This design comes from an exercise in tuning for small area and few clock cycles on the open sky130 flow, not from production work. The RTL of this run was laid out without a check of its function. Power and IR drop assume default switching activity.

==> flow/design.v <==
package rv_pkg;
  typedef enum logic [6:0] {
    OP     = 7'b0110011,
    OP_IMM = 7'b0010011,
    LUI    = 7'b0110111,
    AUIPC  = 7'b0010111,
    STORE  = 7'b0100011
  } opcode_e;
  typedef enum logic [2:0] {
    RES_ADD = 3'd0,   
    RES_SLT = 3'd1,
    RES_SLTU= 3'd2,
    RES_SHF = 3'd3,
    RES_XOR = 3'd4,
    RES_OR  = 3'd5,
    RES_AND = 3'd6
  } res_sel_e;
endpackage
`timescale 1ns/100ps
module fetch_stage (
  input  logic             clk,
  input  logic             rst_n,
  input  logic             fire,
  output logic [32-1:0] imem_addr,
  output logic [32-1:0] pc
);
  logic [32-1:2] pc_q;
  always_ff @(posedge clk) begin
    if (!rst_n) begin
      pc_q <= 32'h0000_0000 >> 2;
    end else if (fire) begin
      pc_q <= pc_q + 1'b1;
    end
  end
  assign pc        = {pc_q, 2'b00};
  assign imem_addr = pc;
endmodule
`timescale 1ns/100ps
module instr_decoder (
  input  logic [32-1:0]       instr,
  output logic [5-1:0] rs1,
  output logic [5-1:0] rs2,
  output logic [5-1:0] rd,
  output logic                   reg_write,   
  output logic                   mem_write,   
  output logic                   a_zero,      
  output logic                   a_pc,        
  output logic                   b_reg,       
  output logic                   sub,         
  output logic [2:0]             res_sel,
  output logic [32-1:0]       imm,
  output logic                   shf_left,
  output logic                   shf_arith
);
  logic [6:0] opcode;
  logic [2:0] funct3;
  logic       is_op, is_opi, is_lui, is_auipc, is_store, is_alu;
  assign opcode   = instr[6:0];
  assign funct3   = instr[14:12];
  assign is_op    = opcode == rv_pkg::OP;
  assign is_opi   = opcode == rv_pkg::OP_IMM;
  assign is_lui   = opcode == rv_pkg::LUI;
  assign is_auipc = opcode == rv_pkg::AUIPC;
  assign is_store = opcode == rv_pkg::STORE;
  assign is_alu   = is_op || is_opi;
  assign rs1       = instr[19:15];
  assign rs2       = instr[24:20];
  assign rd        = instr[11:7];
  assign reg_write = is_alu || is_lui || is_auipc;
  assign mem_write = is_store;
  assign a_zero    = is_lui;
  assign a_pc      = is_auipc;
  assign b_reg     = is_op;
  assign shf_left  = !funct3[2];
  assign shf_arith = instr[30];
  assign sub = is_alu && (funct3 == 3'b010 || funct3 == 3'b011 ||
                          (funct3 == 3'b000 && is_op && instr[30]));
  always_comb begin
    res_sel = rv_pkg::RES_ADD;
    if (is_alu) begin
      case (funct3)
        3'b000:  res_sel = rv_pkg::RES_ADD;
        3'b001:  res_sel = rv_pkg::RES_SHF;
        3'b010:  res_sel = rv_pkg::RES_SLT;
        3'b011:  res_sel = rv_pkg::RES_SLTU;
        3'b100:  res_sel = rv_pkg::RES_XOR;
        3'b101:  res_sel = rv_pkg::RES_SHF;
        3'b110:  res_sel = rv_pkg::RES_OR;
        default: res_sel = rv_pkg::RES_AND;
      endcase
    end
  end
  always_comb begin
    if (is_store)
      imm = {{20{instr[31]}}, instr[31:25], instr[11:7]};
    else if (is_lui || is_auipc)
      imm = {instr[31:12], 12'b0};
    else
      imm = {{20{instr[31]}}, instr[31:20]};
  end
endmodule
`timescale 1ns/100ps
module reg_file (
  input  logic                   clk,
  input  logic                   rst_n,
  input  logic [5-1:0] rs1,
  input  logic [5-1:0] rs2,
  input  logic                   we,
  input  logic [5-1:0] rd,
  input  logic [32-1:0]       wdata,
  output logic [32-1:0]       rs1_data,
  output logic [32-1:0]       rs2_data
);
  logic [32-1:0] regs [1:32-1];
  logic [32-1:0] wd;
  assign wd = rst_n ? wdata : '0;
  always_ff @(posedge clk) begin
    for (int i = 1; i < 32; i++) begin
      if (!rst_n || (we && rd == i)) begin
        regs[i] <= wd;
      end
    end
  end
  always_comb begin
    rs1_data = '0;
    rs2_data = '0;
    for (int i = 1; i < 32; i++) begin
      rs1_data = rs1_data | ({32{rs1 == i}} & regs[i]);
      rs2_data = rs2_data | ({32{rs2 == i}} & regs[i]);
    end
  end
endmodule
`timescale 1ns/100ps
module execute_stage (
  input  logic [32-1:0] rs1_data,
  input  logic [32-1:0] rs2_data,
  input  logic [32-1:0] pc,
  input  logic [32-1:0] imm,
  input  logic             a_zero,
  input  logic             a_pc,
  input  logic             b_reg,
  input  logic             sub,
  input  logic [2:0]       res_sel,
  input  logic             shf_left,
  input  logic             shf_arith,
  output logic [32-1:0] result
);
  logic [32-1:0] op_a;
  logic [32-1:0] op_b;
  logic [32-1:0] b_inv;
  logic [32:0]   sum;
  logic             lt_u;
  logic             lt_s;
  logic [32-1:0] shf_in;
  logic [32-1:0] shf_out;
  logic [32-1:0] shf_res;
  logic [4:0]       shamt;
  assign op_a  = a_zero ? '0 : (a_pc ? pc : rs1_data);
  assign op_b  = b_reg ? rs2_data : imm;
  assign b_inv = sub ? ~op_b : op_b;
  assign sum   = {1'b0, op_a} + {1'b0, b_inv} + {{32{1'b0}}, sub};
  assign lt_u = !sum[32];
  assign lt_s = (op_a[32-1] ^ op_b[32-1]) ? op_a[32-1] : sum[32-1];
  assign shamt = op_b[4:0];
  always_comb begin
    for (int i = 0; i < 32; i++) begin
      shf_in[i] = shf_left ? rs1_data[32-1-i] : rs1_data[i];
    end
  end
  assign shf_out = $signed({shf_arith && !shf_left && shf_in[32-1], shf_in}) >>> shamt;
  always_comb begin
    for (int i = 0; i < 32; i++) begin
      shf_res[i] = shf_left ? shf_out[32-1-i] : shf_out[i];
    end
  end
  always_comb begin
    case (res_sel)
      rv_pkg::RES_SLT:  result = {{(32-1){1'b0}}, lt_s};
      rv_pkg::RES_SLTU: result = {{(32-1){1'b0}}, lt_u};
      rv_pkg::RES_SHF:  result = shf_res;
      rv_pkg::RES_XOR:  result = op_a ^ op_b;
      rv_pkg::RES_OR:   result = op_a | op_b;
      rv_pkg::RES_AND:  result = op_a & op_b;
      default:          result = sum[32-1:0];
    endcase
  end
endmodule
`timescale 1ns/100ps
module mem_stage (
  input  logic             clk,
  input  logic             rst_n,
  input  logic             push,
  input  logic [32-1:0] push_addr,
  input  logic [32-1:0] push_data,
  output logic             full_block,   
  output logic             dmem_valid,
  input  logic             dmem_good,
  output logic [32-1:0] dmem_addr,
  output logic [32-1:0] dmem_write_data
);
  localparam int D  = 2;
  localparam int PW = (D > 1) ? $clog2(D) : 1;
  logic [32-1:0] q_addr [D];
  logic [32-1:0] q_data [D];
  logic [PW-1:0]    head;
  logic [PW-1:0]    tail;
  logic [PW:0]      count;
  logic             pop;
  assign dmem_valid = count != '0;
  assign pop        = dmem_valid && dmem_good;
  assign full_block = (count == (PW+1)'(D)) && !dmem_good;
  always_ff @(posedge clk) begin
    if (!rst_n) begin
      head  <= '0;
      tail  <= '0;
      count <= '0;
    end else begin
      if (push) tail <= (D > 1) ? PW'(tail + 1'b1) : '0;
      if (pop)  head <= (D > 1) ? PW'(head + 1'b1) : '0;
      count <= count + (PW+1)'(push) - (PW+1)'(pop);
    end
  end
  always_ff @(posedge clk) begin
    for (int i = 0; i < D; i++) begin
      if (push && tail == PW'(i)) begin
        q_addr[i] <= push_addr;
        q_data[i] <= push_data;
      end
    end
  end
  assign dmem_addr       = q_addr[(D > 1) ? head : '0];
  assign dmem_write_data = q_data[(D > 1) ? head : '0];
endmodule
`timescale 1ns/100ps
module rv_core (
  input  logic             clk,
  input  logic             rst_n,
  output logic [32-1:0] imem_addr,
  output logic             imem_valid,
  input  logic             imem_good,
  input  logic [32-1:0] imem_instr,
  output logic             dmem_valid,
  input  logic             dmem_good,
  output logic [32-1:0] dmem_addr,
  output logic [32-1:0] dmem_write_data
);
  logic                   fire;
  logic                   full_block;
  logic [32-1:0]       pc;
  logic [5-1:0] rs1, rs2, rd;
  logic                   reg_write, mem_write;
  logic                   a_zero, a_pc, b_reg, sub, shf_left, shf_arith;
  logic [2:0]             res_sel;
  logic [32-1:0]       imm;
  logic [32-1:0]       rs1_data, rs2_data;
  logic [32-1:0]       result;
  assign imem_valid = rst_n && !(mem_write && full_block);
  assign fire       = imem_valid && imem_good;
  fetch_stage u_fetch (
    .clk       (clk),
    .rst_n     (rst_n),
    .fire      (fire),
    .imem_addr (imem_addr),
    .pc        (pc)
  );
  instr_decoder u_decoder (
    .instr     (imem_instr),
    .rs1       (rs1),
    .rs2       (rs2),
    .rd        (rd),
    .reg_write (reg_write),
    .mem_write (mem_write),
    .a_zero    (a_zero),
    .a_pc      (a_pc),
    .b_reg     (b_reg),
    .sub       (sub),
    .res_sel   (res_sel),
    .imm       (imm),
    .shf_left  (shf_left),
    .shf_arith (shf_arith)
  );
  reg_file u_regs (
    .clk      (clk),
    .rst_n    (rst_n),
    .rs1      (rs1),
    .rs2      (rs2),
    .we       (fire && reg_write),
    .rd       (rd),
    .wdata    (result),
    .rs1_data (rs1_data),
    .rs2_data (rs2_data)
  );
  execute_stage u_execute (
    .rs1_data  (rs1_data),
    .rs2_data  (rs2_data),
    .pc        (pc),
    .imm       (imm),
    .a_zero    (a_zero),
    .a_pc      (a_pc),
    .b_reg     (b_reg),
    .sub       (sub),
    .res_sel   (res_sel),
    .shf_left  (shf_left),
    .shf_arith (shf_arith),
    .result    (result)
  );
  mem_stage u_mem (
    .clk             (clk),
    .rst_n           (rst_n),
    .push            (fire && mem_write),
    .push_addr       (result),
    .push_data       (rs2_data),
    .full_block      (full_block),
    .dmem_valid      (dmem_valid),
    .dmem_good       (dmem_good),
    .dmem_addr       (dmem_addr),
    .dmem_write_data (dmem_write_data)
  );
endmodule
==> flow/run.sh <==
#!/bin/bash
# synth_recipe.tcl (not shown) runs the flow's synth.tcl, then flattens the netlist and writes it again
# the make line also repeats each setting of config.mk as NAME=value (left out here)
make -C /OpenROAD-flow-scripts/flow DESIGN_CONFIG=/design/flow/config.mk WORK_HOME=/design/flow/orfs CLKGATE_MAP_FILE= SYNTH_SCRIPT=/design/flow/synth_recipe.tcl finish
==> flow/config.mk <==
export PLATFORM = sky130hd
export DESIGN_NAME = rv_core
export DESIGN_NICKNAME = rv_core
export VERILOG_FILES = /design/flow/design.v
export SDC_FILE = /design/flow/constraint.sdc
export NUM_CORES = 4
export LEC_CHECK = 0
export CAP_MARGIN = 20
export CORE_MARGIN = 2
export CORE_UTILIZATION = 40
export SLEW_MARGIN = 20
==> flow/constraint.sdc <==
create_clock -name core_clock -period 8.0 [get_ports {clk}]
set_input_delay 1.6000 -clock core_clock [delete_from_list [all_inputs] [get_ports {clk}]]
set_output_delay 1.6000 -clock core_clock [all_outputs]
set_load 0.01 [all_outputs]
==> results.toml <==
[routing]
drt_iter0_drc = 11600
route.detailed.drc = 0
ant_nets = 0
vias = 57100
routed_wl_mm = 331
firstDrtPassIters = 13
viasPerCell = 7.20
wire_per_inst_um = 41.7

[placed_design]
place_area_mm2 = 0.0705
gp_congestion = 1.05
hpwl_mm = 228
port_buffers = 131

[worst_setup_path]
critical_path_arrival_ps = 8260
cp-start-kind = "primary input"
crit_required_ps = 8510
worstSetupPathType = "in -> reg"
end_kind = "register"
critical_path.max_fanout = 31

[clock_network]
clkTransAtPathRegs_ps = 60
htreeDepth = 3
hold_buffers = 0
clkSinkCount = 1154
cts_setup_buffers = 0
cts_tree = "yes"
cts-root-buf = "clkbuf_16"
worst_skew_pair.late_latency_ps = 790
cts_buffers = 120
cts_buffer_depth = 3

[logic_synthesis]
ys_seq_area_share_pct = 58.6
syn_area_mm2 = 0.0585
synth_cell_types = 93
synth_async_sr_flop_share_pct = 0
yosysWarningCount = 8
synth-edff-count = 1120
ys_ff_latch = 1154
syn_inst = 5070
synthFlopType = "edfxtp_1"
syn-mean-instance-area_um2 = 11.5

[grt]
track_usage_pct = 42.9
grt_max_degree = 67
grt_pass1_wl_mm = 446
grt-ovfl-total = 0
grt_pass1_vias = 53800
antenna_found_initial = 13

[floorplanning]
fp.dieH_um = 386
die_w_um = 386
fp.dieArea_mm2 = 0.149
rows = 140
num_io_pins = 134
start_util_pct = 40.2
core_mm2 = 0.145

[sta]
tightest_slew_ps = 1260
hold_slack_ps = 554
skew_ps = 34.9
finalCriticalPeriod_ps = 7750
finalHoldViolations = 0
slew_viol_final = 0
fmax_mhz = 129
setup_viol = 0
rsz0062_at_grt = "false"
period_share_pct = 96.8
max_slew_margin_pct = 15.2

[pwr]
power_mw = 20.0
powerDensity_mw_per_mm2 = 268
peakVddDrop_mv = 0.193
leakagePower_nw = 28.3

[layout]
final_common_cell = "edfxtp_1"
final_cell_mix = "edfxtp_1 (1120), buf_4 (862), nand3_1 (821), a22oi_1 (432), nand2_1 (258)"
area_growth_pct = 27.3
stdcell_area_mm2 = 0.0745
layout.nets = 6027
drive_gt1_share_pct = 24.2

[worst_hold_path]
hp-class = "reg -> reg"

[run]
maxCapViolations = 0

[status]
status = "finished clean"
==> metal layers <==
layer	part of all wire (%)	vias up	global-route usage [%]
met4	9.4	8	31.8
li1	-	22000	-
met2	42	5698	63.3
met5	0.012	-	0
met1	34	27700	52.3
met3	14	1699	14.2
==> worst max-delay path, stage by stage <==
cell and delay [ps]:
clkdlybuf4s50_1 510, buf_12 210, or3b_2 320, buf_4 180, nor2_4 60, buf_12 150, buf_4 140, a22oi_1 410
nand2_1 130, or4_1 730, o221a_2 370, xnor2_1 140, ha_1 290, a21o_1 180, a21oi_1 150, o21ai_0 300
a31oi_1 370, o21ai_0 150, buf_4 160, a41oi_1 270, buf_4 170, nand3_1 120, buf_4 160, a31oi_1 190
xor2_1 210, nand2_1 90, and3_1 260, buf_12 190
==> logic make-up after synthesis <==
| family | after synthesis | share of synthesized area (%) |
|---|---|---|
| buffers and inverters | 513 | 3.41 |
| DFF | 1154 | 58.6 |
| AOI/OAI and AO/OA | 1092 | 13.8 |
| adders and majority gates | 99 | 2.13 |
| other | 1 | 0.00641 |
| xor gates and xnor gates | 87 | 1.30 |
| and+or+nand+nor | 1998 | 18.0 |
| muxes | 126 | 2.68 |
==> sequential cells by signal, summed over array words and instances (netlist names) <==
signal / count
u_fetch.pc_q: 30
u_mem.count: 2
u_mem.head: 1
u_mem.q_addr: 64
u_mem.q_data: 64
u_mem.tail: 1
u_regs.regs: 992
==> power by group <==
part           internal, mW  switching, mW  leakage, nW  total [mW]
Clock                  3.13           2.55         1.89        5.68
Sequential             8.43          0.857         11.5        9.29
Combinational          1.77           3.23         14.8        5.01
==> worst paths after layout <==
check / start / endpoint / slack (ps) / depth (start not counted)
max: imem_instr[22] / u_regs.regs[15][28] / 250 / 28
min reg2reg: u_mem.count[1] / u_mem.count[1] / 550 / 2
min: u_mem.count[1] / u_mem.count[1] / 550 / 2
max reg2reg: u_regs.regs[25][25] / u_regs.regs[22][0] / 1770 / 21
==> area by class of cell <==
cell class	instances	area [um2]
Antenna cell	14	35.0
Clock buffer	133	3070
Clock inverter	89	831
Fill cell	12900	70900
Inverter	87	327
Multi-Input combinational cell	3404	23100
Sequential cell	1154	34300
Tap cell	1917	2400
Timing Repair Buffer	1125	10400
==> metrics by stage <==
| step | utilization (%) | std cells | TNS (ps) | setup slack [ps] |
|---|---|---|---|---|
| 3_3_place_gp | 48.5 | 7685 | -89230 | -553 |
| 2_1_floorplan | - | 5071 | 0 | 405 |
| 4_1_cts | 51.2 | 7907 | 0 | 295 |
| 5_1_grt | 51.2 | 7909 | 0 | 58.6 |
| 6_report | 51.2 | 7923 | 0 | 254 |
| 3_5_place_dp | 48.5 | 7685 | -89420 | -486 |
==> what timing repair did <==
item / CTS / global route
hold endpoints to repair: 0 / 0
resized for setup: 0 / 2
setup endpoints to repair: 0 / 31
==> cell usage after synthesis (16+ instances only) <==
cell	number	area [um2]
o21ai_0	105	526
nor2_1	183	687
nand4_1	250	1560
a221oi_1	20	175
a21oi_1	132	661
a222oi_1	30	300
xnor2_1	45	394
a22oi_1	432	3240
nand3_1	822	4110
and3_1	151	945
or3_1	16	100
a32oi_1	41	359
nand3b_1	18	135
nand2_1	258	968
edfxtp_1	1120	33600
mux4_2	17	383
o211ai_1	17	128
mux2_2	74	833
a221o_1	30	300
and2_1	25	156
a2111oi_0	21	184
a31oi_1	29	181
nor3b_1	21	158
a21o_1	30	225
inv_1	82	308
nor4_1	69	432
xor2_1	42	368
dfxtp_1	34	681
buf_2	25	125
buf_1	85	319
a211oi_1	37	278
o221a_2	23	259
or4_1	26	195
nor3_1	65	325
clkbuf_1	309	1160
ha_1	98	1230
mux2i_1	35	350

## re-timing with driven ports
The flow's constraints put no driver on any port. The routed layout listed below was extracted and timed again, unchanged, in two steps. Step 1 assumes that a clkbuf_16 drives the clock port and a buf_2 every other input. Step 2, shift: input delay + t, output delay - t, t = (earliest + latest rising clock arrival at the registers) / 2. This alone moves slack from input paths to output paths. Slacks: ideal ports / drivers / drivers and shift; pairs: ideal ports / drivers.
t (ns): 0.855
slack for setup (ns): 0.254 / 0.309 / -0.545
worst setup path after step 2: input to register
With both steps, setup timing fails in this run, where it was met with ideal ports. For this run, drivers alone change the setup slack by +0.055 ns; drivers and shift together by -0.799 ns.
